Source: an optimization exercise on an open RTL-to-GDS flow (aim: small area, a short achievable clock period and few clock cycles per item). Production flows keep margins and buffers that such runs may drop.
At most, simulation tests tie the RTL to the original design; equivalence was not proved.

## streaming_top_k_selector_core
module streaming_top_k_selector_core
(
    input  logic         clk,
    input  logic         rst_n,
    input  logic         cfg_we,
    input  logic [3:0]   cfg_wdata,
    input  logic         s_tvalid,
    output logic         s_tready,
    input  logic [31:0]  s_tdata,
    input  logic         s_tlast,
    output logic         m_tvalid,
    input  logic         m_tready,
    output logic [55:0]  m_tdata,
    output logic [0:0]   m_tuser,
    output logic         m_tlast
);
Size in the first run: ~3100 cells after synthesis, ~100 I/O pins.
Settings: LEC_CHECK=0, CAP_MARGIN=20, CORE_MARGIN=2, CORE_UTILIZATION=40, PLACE_DENSITY=0.6, SETUP_SLACK_MARGIN=3.4, SLEW_MARGIN=20; clock period 6.0 ns.
run.sh (not shown) runs the stock make flow with config.mk's settings and CLKGATE_MAP_FILE= SYNTH_SCRIPT=/design/flow/synth_recipe.tcl, a recipe that flattens the netlist after the stock synthesis.
The baseline finished with capacitance limit, slew limit, setup timing left.
Rerun with:
ABC_CLOCK_PERIOD_IN_PS = 2500   (was unset)
After rerunning:
- The new run reached the layout checks and failed them: capacitance limit, slew limit, setup timing
- cell area does not change
- routed wire length is unchanged
- area after synthesis stays the same
- clock-buffer cell count does not change
No run of this note included a check of the RTL's function; only the layout flow was run.

* * *

job 8542:
streaming_top_k_selector_core, a different RTL version from the one above (not shown whole).
For scale: ~3200 cells after synthesis, roughly 100 I/O pins, roughly 29000 um^2 of cells after synthesis.
Settings: LEC_CHECK=0, CAP_MARGIN=20, CORE_MARGIN=2, CORE_UTILIZATION=50, CTS_BUF_LIST=sky130_fd_sc_hd__clkbuf_8 sky130_fd_sc_hd__clkbuf_16, CTS_CLUSTER_DIAMETER=120, CTS_CLUSTER_SIZE=25, PLACE_DENSITY=0.7, SETUP_SLACK_MARGIN=3.5, SLEW_MARGIN=20; clock period 6.0 ns.
Testbench counts of job 8542, summed over its fixed seeds: cycles 20,684, items 20,354.
Modified inputs, job 2419 compared to job 8542
Settings: SETUP_SLACK_MARGIN changed from 3.5 to 3.25; PLACE_DENSITY changed from 0.7 to 0.6; CORE_UTILIZATION changed from 50 to 40.
### Flow results
Sort job 8542 and job 2419 by sequential share of layout area, descending, and job 2419 comes first. Wire: job 2419 routes more than job 8542. Slowest cell on the critical path: nor2_4 -> job 2419, or4_4 -> job 8542. Worst reg-to-reg path cell count sits lower in job 2419 than in job 8542. Between job 8542 and job 2419, the flow reports count of clock-buffer cells in the layout increasing by a little under 10%. There was hardly any difference in total number of multi-input combinational cells between job 8542 and job 2419.
[inputs] job 4868 vs job 2419
Settings: swapping 120 for 100 in CTS_CLUSTER_DIAMETER; swapping 3.25 for 3.5 in SETUP_SLACK_MARGIN; swapping 25 for 20 in CTS_CLUSTER_SIZE.
==> comparison <==
Number of fillers in the final layout of job 4868 falls short of that of job 2419 slightly. On final critical-path required period, job 4868 does better than job 2419. First-iteration DRC count in job 4868 is 6.8% above job 2419. Final core area utilization was lower in job 2419 than in job 4868. From job 2419 to job 4868, initial core utilization did not move at all. Routed wire length of job 4868 exceeds that of job 2419 slightly. Final worst slack (higher): job 4868. Number of global-route vias before repair: job 4868 vs job 2419 up 240.

* * *

## job 103
The RTL this note starts from:
==> flow/design.v <==
package stk_pkg;
    localparam int K_MAX     = 8;
    localparam int SCORE_W   = 32;
    localparam int IDX_W     = 18;
    localparam int KCFG_W    = 4;
    localparam int MTDATA_W  = 56;
endpackage
module stk_gt
(
    input  logic [31:0] a,
    input  logic [31:0] b,
    output logic        gt
);
    logic [31:0] g0, e0;
    logic [15:0] g1, e1;
    logic [7:0]  g2, e2;
    logic [3:0]  g3, e3;
    logic [1:0]  g4, e4;
    always_comb
    begin
        for (int i = 0; i < 31; i++)
        begin
            g0[i] = a[i] & ~b[i];
            e0[i] = ~(a[i] ^ b[i]);
        end
        g0[31] = ~a[31] & b[31];
        e0[31] = ~(a[31] ^ b[31]);
        for (int i = 0; i < 16; i++)
        begin
            g1[i] = g0[2*i+1] | (e0[2*i+1] & g0[2*i]);
            e1[i] = e0[2*i+1] & e0[2*i];
        end
        for (int i = 0; i < 8; i++)
        begin
            g2[i] = g1[2*i+1] | (e1[2*i+1] & g1[2*i]);
            e2[i] = e1[2*i+1] & e1[2*i];
        end
        for (int i = 0; i < 4; i++)
        begin
            g3[i] = g2[2*i+1] | (e2[2*i+1] & g2[2*i]);
            e3[i] = e2[2*i+1] & e2[2*i];
        end
        for (int i = 0; i < 2; i++)
        begin
            g4[i] = g3[2*i+1] | (e3[2*i+1] & g3[2*i]);
            e4[i] = e3[2*i+1] & e3[2*i];
        end
        gt = g4[1] | (e4[1] & g4[0]);
    end
endmodule
module streaming_top_k_selector_core
(
    input  logic         clk,
    input  logic         rst_n,
    input  logic         cfg_we,
    input  logic [3:0]   cfg_wdata,
    input  logic         s_tvalid,
    output logic         s_tready,
    input  logic [31:0]  s_tdata,
    input  logic         s_tlast,
    output logic         m_tvalid,
    input  logic         m_tready,
    output logic [55:0]  m_tdata,
    output logic [0:0]   m_tuser,
    output logic         m_tlast
);
    localparam logic [17:0] POS_LIMIT = 18'h3FFFF;
    logic [2:0]  kc_cfg;         
    logic [7:0]  km_cfg;         
    logic [7:0]  s2_km;
    logic [17:0] pos_reg;        
    logic        first_reg;      
    logic        rdy_reg;        
    logic        go_reg;         
    logic        s2_v;
    logic        s2_last;
    logic [2:0]  s2_kc;
    logic [31:0] s2_score;
    logic [7:0]  bt_raw;         
    logic [7:0]  bt_reg;         
    logic [31:0] sc_reg [8];
    logic [17:0] ix_reg [8];
    logic [7:0]  vld_reg;        
    logic        act_reg;        
    logic [7:0]  ptr_reg;        
    logic [7:0]  rem_reg;        
    logic [7:0]  fil_reg;        
    logic [7:0]  gap_reg;        
    logic [6:0]  room_reg;       
    logic        out_v;
    logic        out_last;
    logic        rdy_out;
    logic        out_v_out;
    logic        out_user;
    logic [49:0] out_data;
    always_comb
    begin
        for (int j = 0; j < 8; j++)
        begin
            km_cfg[j] = (3'(j) <= kc_cfg);
            s2_km[j]  = (3'(j) <= s2_kc);
        end
    end
    logic [7:0]  chain;
    logic [7:0]  at;
    logic [7:0]  sd;
    logic [7:0]  hold;
    logic        ins;
    logic        adj;
    logic        s2_end;
    always_comb
    begin
        chain[0] = 1'b0;
        for (int m = 1; m < 8; m++)
        begin
            chain[m] = chain[m-1] || bt_reg[m-1];
        end
        ins = |bt_reg;
        adj = act_reg && !gap_reg[0];
        for (int m = 0; m < 8; m++)
        begin
            at[m] = bt_reg[m] && !chain[m];
            sd[m] = chain[m] && ((m == 0 ? 1'b1 : vld_reg[(m > 0) ? m - 1 : 0]) || adj);
            hold[m] = !(sd[m] || at[m]);
        end
        s2_end = go_reg && s2_last;
    end
    logic [7:0] gl;
    logic       gi;
    for (genvar j = 0; j < 8; j++)
    begin : g_cmp
        stk_gt u_gt (.a(s_tdata), .b(sc_reg[j]), .gt(gl[j]));
    end
    stk_gt u_gti (.a(s_tdata), .b(s2_score), .gt(gi));
    logic        load;
    logic        drain_end;
    logic [49:0] pick;
    assign load      = act_reg && (!out_v || m_tready);
    assign drain_end = !rem_reg[1];
    always_comb
    begin
        pick = '0;
        for (int j = 0; j < 8; j++)
        begin
            pick = pick | ({sc_reg[j], ix_reg[j]} & {50{ptr_reg[j]}});
        end
    end
    logic        accept;
    logic        s2_keep;
    logic        s2_v_n;
    logic        s2_last_n;
    logic [7:0]  vld_ins;
    logic [7:0]  vld_n;
    logic        act_n;
    logic [7:0]  ptr_n;
    logic [7:0]  rem_n;
    logic [7:0]  fil_n;
    logic [7:0]  gap_n;
    logic [6:0]  room_n;
    logic        out_v_n;
    logic [7:0]  bt_fix;
    logic [7:0]  bt_new;
    logic [7:0]  bt_n;
    logic        push;           
    logic        wait_n;
    logic        go_n;
    assign accept  = s_tvalid && rdy_reg;
    assign s2_keep = s2_v && !rdy_reg;
    assign push    = adj && ins;
    always_comb
    begin
        s2_v_n    = accept || s2_keep;
        s2_last_n = accept ? s_tlast : s2_last;
        out_v_n   = load || (out_v && !m_tready);
        vld_ins   = ins ? {vld_reg[6:0], 1'b1} : vld_reg;
        if (s2_end)
        begin
            vld_n  = 8'd0;
            act_n  = 1'b1;
            ptr_n  = 8'd1;
            rem_n  = s2_km;
            fil_n  = vld_ins;
            gap_n  = 8'd0;
            for (int i = 0; i < 7; i++)
            begin
                room_n[i] = !s2_km[7-i];
            end
        end
        else
        begin
            vld_n  = vld_ins;
            act_n  = act_reg && !(load && drain_end);
            ptr_n  = ptr_reg;
            if (load)
                ptr_n = {ptr_n[6:0], 1'b0};
            if (push)
                ptr_n = {ptr_n[6:0], 1'b0};
            rem_n  = load ? {1'b0, rem_reg[7:1]} : rem_reg;
            fil_n  = load ? {1'b0, fil_reg[7:1]} : fil_reg;
            gap_n  = gap_reg;
            if (load && !(ins && !adj))
                gap_n = {gap_reg[6:0], 1'b1};
            else if (!load && ins && !adj)
                gap_n = {1'b0, gap_reg[7:1]};
            room_n = push ? {1'b0, room_reg[6:1]} : room_reg;
        end
        for (int m = 0; m < 8; m++)
        begin
            bt_fix[m] = s2_end
                     || (sd[m] && (m == 0 ? 1'b1 : !vld_reg[(m > 0) ? m - 1 : 0]))
                     || (hold[m] && !vld_reg[m]);
            bt_new[m] = km_cfg[m]
                     && (bt_fix[m]
                         || (sd[m] && gl[(m > 0) ? m - 1 : 0])
                         || (at[m] && gi)
                         || (hold[m] && gl[m]));
        end
        bt_n = s2_keep ? bt_raw : (accept ? bt_new : 8'd0);
        wait_n = s2_v_n && ((s2_last_n && act_n) || (act_n && !gap_n[0] && !room_n[0]));
        go_n   = s2_v_n && !wait_n;
    end
    assign s_tready = rdy_out;
    assign m_tvalid = out_v_out;
    assign m_tlast  = out_last;
    assign m_tuser  = out_user;
    assign m_tdata  = {6'b0, out_data};
    always_ff @(posedge clk or negedge rst_n)
    begin
        if (!rst_n)
        begin
            kc_cfg    <= 3'd3;
            first_reg <= 1'b1;
            rdy_reg   <= 1'b1;
            go_reg    <= 1'b0;
            s2_v      <= 1'b0;
            vld_reg   <= 8'd0;
            act_reg   <= 1'b0;
            out_v     <= 1'b0;
        end
        else
        begin
            if (cfg_we)
            begin
                if (cfg_wdata == 4'd0)
                    kc_cfg <= 3'd0;
                else if (cfg_wdata > 4'd8)
                    kc_cfg <= 3'd7;
                else
                    kc_cfg <= 3'(cfg_wdata - 4'd1);
            end
            if (accept)
            begin
                first_reg <= s_tlast;
            end
            rdy_reg <= !wait_n;
            go_reg  <= go_n;
            s2_v    <= s2_v_n;
            vld_reg <= vld_n;
            act_reg <= act_n;
            out_v   <= out_v_n;
        end
    end
    always_ff @(posedge clk)
    begin
        if (accept)
        begin
            if (first_reg)
                pos_reg <= '0;
            else if (pos_reg != POS_LIMIT)
                pos_reg <= pos_reg + 18'd1;
            s2_last  <= s_tlast;
            s2_kc    <= kc_cfg;
            s2_score <= s_tdata;
        end
        rdy_out   <= !wait_n;
        out_v_out <= out_v_n;
        bt_raw <= bt_n;
        bt_reg <= bt_n & {8{go_n}};
        for (int m = 0; m < 8; m++)
        begin
            sc_reg[m] <= (sc_reg[m] & {32{hold[m]}})
                       | (sc_reg[(m > 0) ? m - 1 : 0] & {32{sd[m]}})
                       | (s2_score & {32{at[m]}});
            ix_reg[m] <= (ix_reg[m] & {18{hold[m]}})
                       | (ix_reg[(m > 0) ? m - 1 : 0] & {18{sd[m]}})
                       | (pos_reg & {18{at[m]}});
        end
        ptr_reg  <= ptr_n;
        rem_reg  <= rem_n;
        fil_reg  <= fil_n;
        gap_reg  <= gap_n;
        room_reg <= room_n;
        if (load)
        begin
            out_last <= drain_end;
            out_user <= fil_reg[0];
            out_data <= fil_reg[0] ? pick : {32'h8000_0000, 18'b0};
        end
    end
endmodule
export LEC_CHECK = 0
export CAP_MARGIN = 20
export CORE_MARGIN = 2
export CORE_UTILIZATION = 40
export CTS_BUF_LIST = sky130_fd_sc_hd__clkbuf_8 sky130_fd_sc_hd__clkbuf_16
export CTS_CLUSTER_DIAMETER = 120
export CTS_CLUSTER_SIZE = 25
export PLACE_DENSITY = 0.6
export SETUP_SLACK_MARGIN = 3.5
export SLEW_MARGIN = 20
create_clock -name core_clock -period 6.0 [get_ports {clk}]
Both conditions hold for job 103: the flow ran to the end and the final layout passed the timing, DRC and antenna checks.
For job 104, these inputs were changed with respect to job 103:
Settings: CTS_CLUSTER_DIAMETER now 100, was 120; CTS_CLUSTER_SIZE now 20, was 25; CTS_BUF_LIST now sky130_fd_sc_hd__clkbuf_4 sky130_fd_sc_hd__clkbuf_8 sky130_fd_sc_hd__clkbuf_16, was sky130_fd_sc_hd__clkbuf_8 sky130_fd_sc_hd__clkbuf_16.
Results
Taking job 103 as the reference, in job 104 final worst-path cycle share higher; final non-filler cell area barely changed; worst-case clock skew now larger. Clock-buffer cell count: lower on job 103.
Function was not checked in any run of this note: the RTL went through the layout flow alone.

## afterwards: timing with drivers on the ports
No port has a modelled driver above. Below, the same layouts with a new extraction and two added sets of constraints. Step 1 sets driving cells, clkbuf_16 on the clock port and buf_2 on the other inputs (assumed; they add their load-dependent delay and slew). Step 2 moves the port delays by t, midway between the first and last clock arrival at a register: inputs arrive t later, outputs are due t later. That takes back most of the time a late clock gives input paths. Three values: ideal ports, drivers, drivers and shift; two values: the first two.
run | t, ns | setup WS [ns] | worst hold slack (ns) | worst data-port slew with drivers (ns)
the first run of note 1 | 0.682 | -0.500 / -0.500 / -0.500 | 0.378 / 0.378 / 0.378 | 0.06
the second run of note 1 | 0.682 | -0.500 / -0.500 / -0.500 | 0.378 / 0.378 / 0.378 | 0.06
job 8542 | 0.685 | 3.180 / 3.180 / 2.509 | 0.459 / 0.459 / 0.459 | 0.14
job 2419 | 0.696 | 3.162 / 3.162 / 2.511 | 0.449 / 0.449 / 0.449 | 0.10
job 4868 | 0.659 | 3.211 / 3.205 / 2.546 | 0.446 / 0.446 / 0.446 | 0.15
job 103 | 0.706 | 3.280 / 3.298 / 2.592 | 0.449 / 0.449 / 0.449 | 0.13
job 104 | 0.664 | 3.254 / 3.278 / 2.614 | 0.448 / 0.448 / 0.448 | 0.09
The setup slack of job 103, which loses most, moves by +0.018 ns with the drivers and by -0.688 ns with both steps.
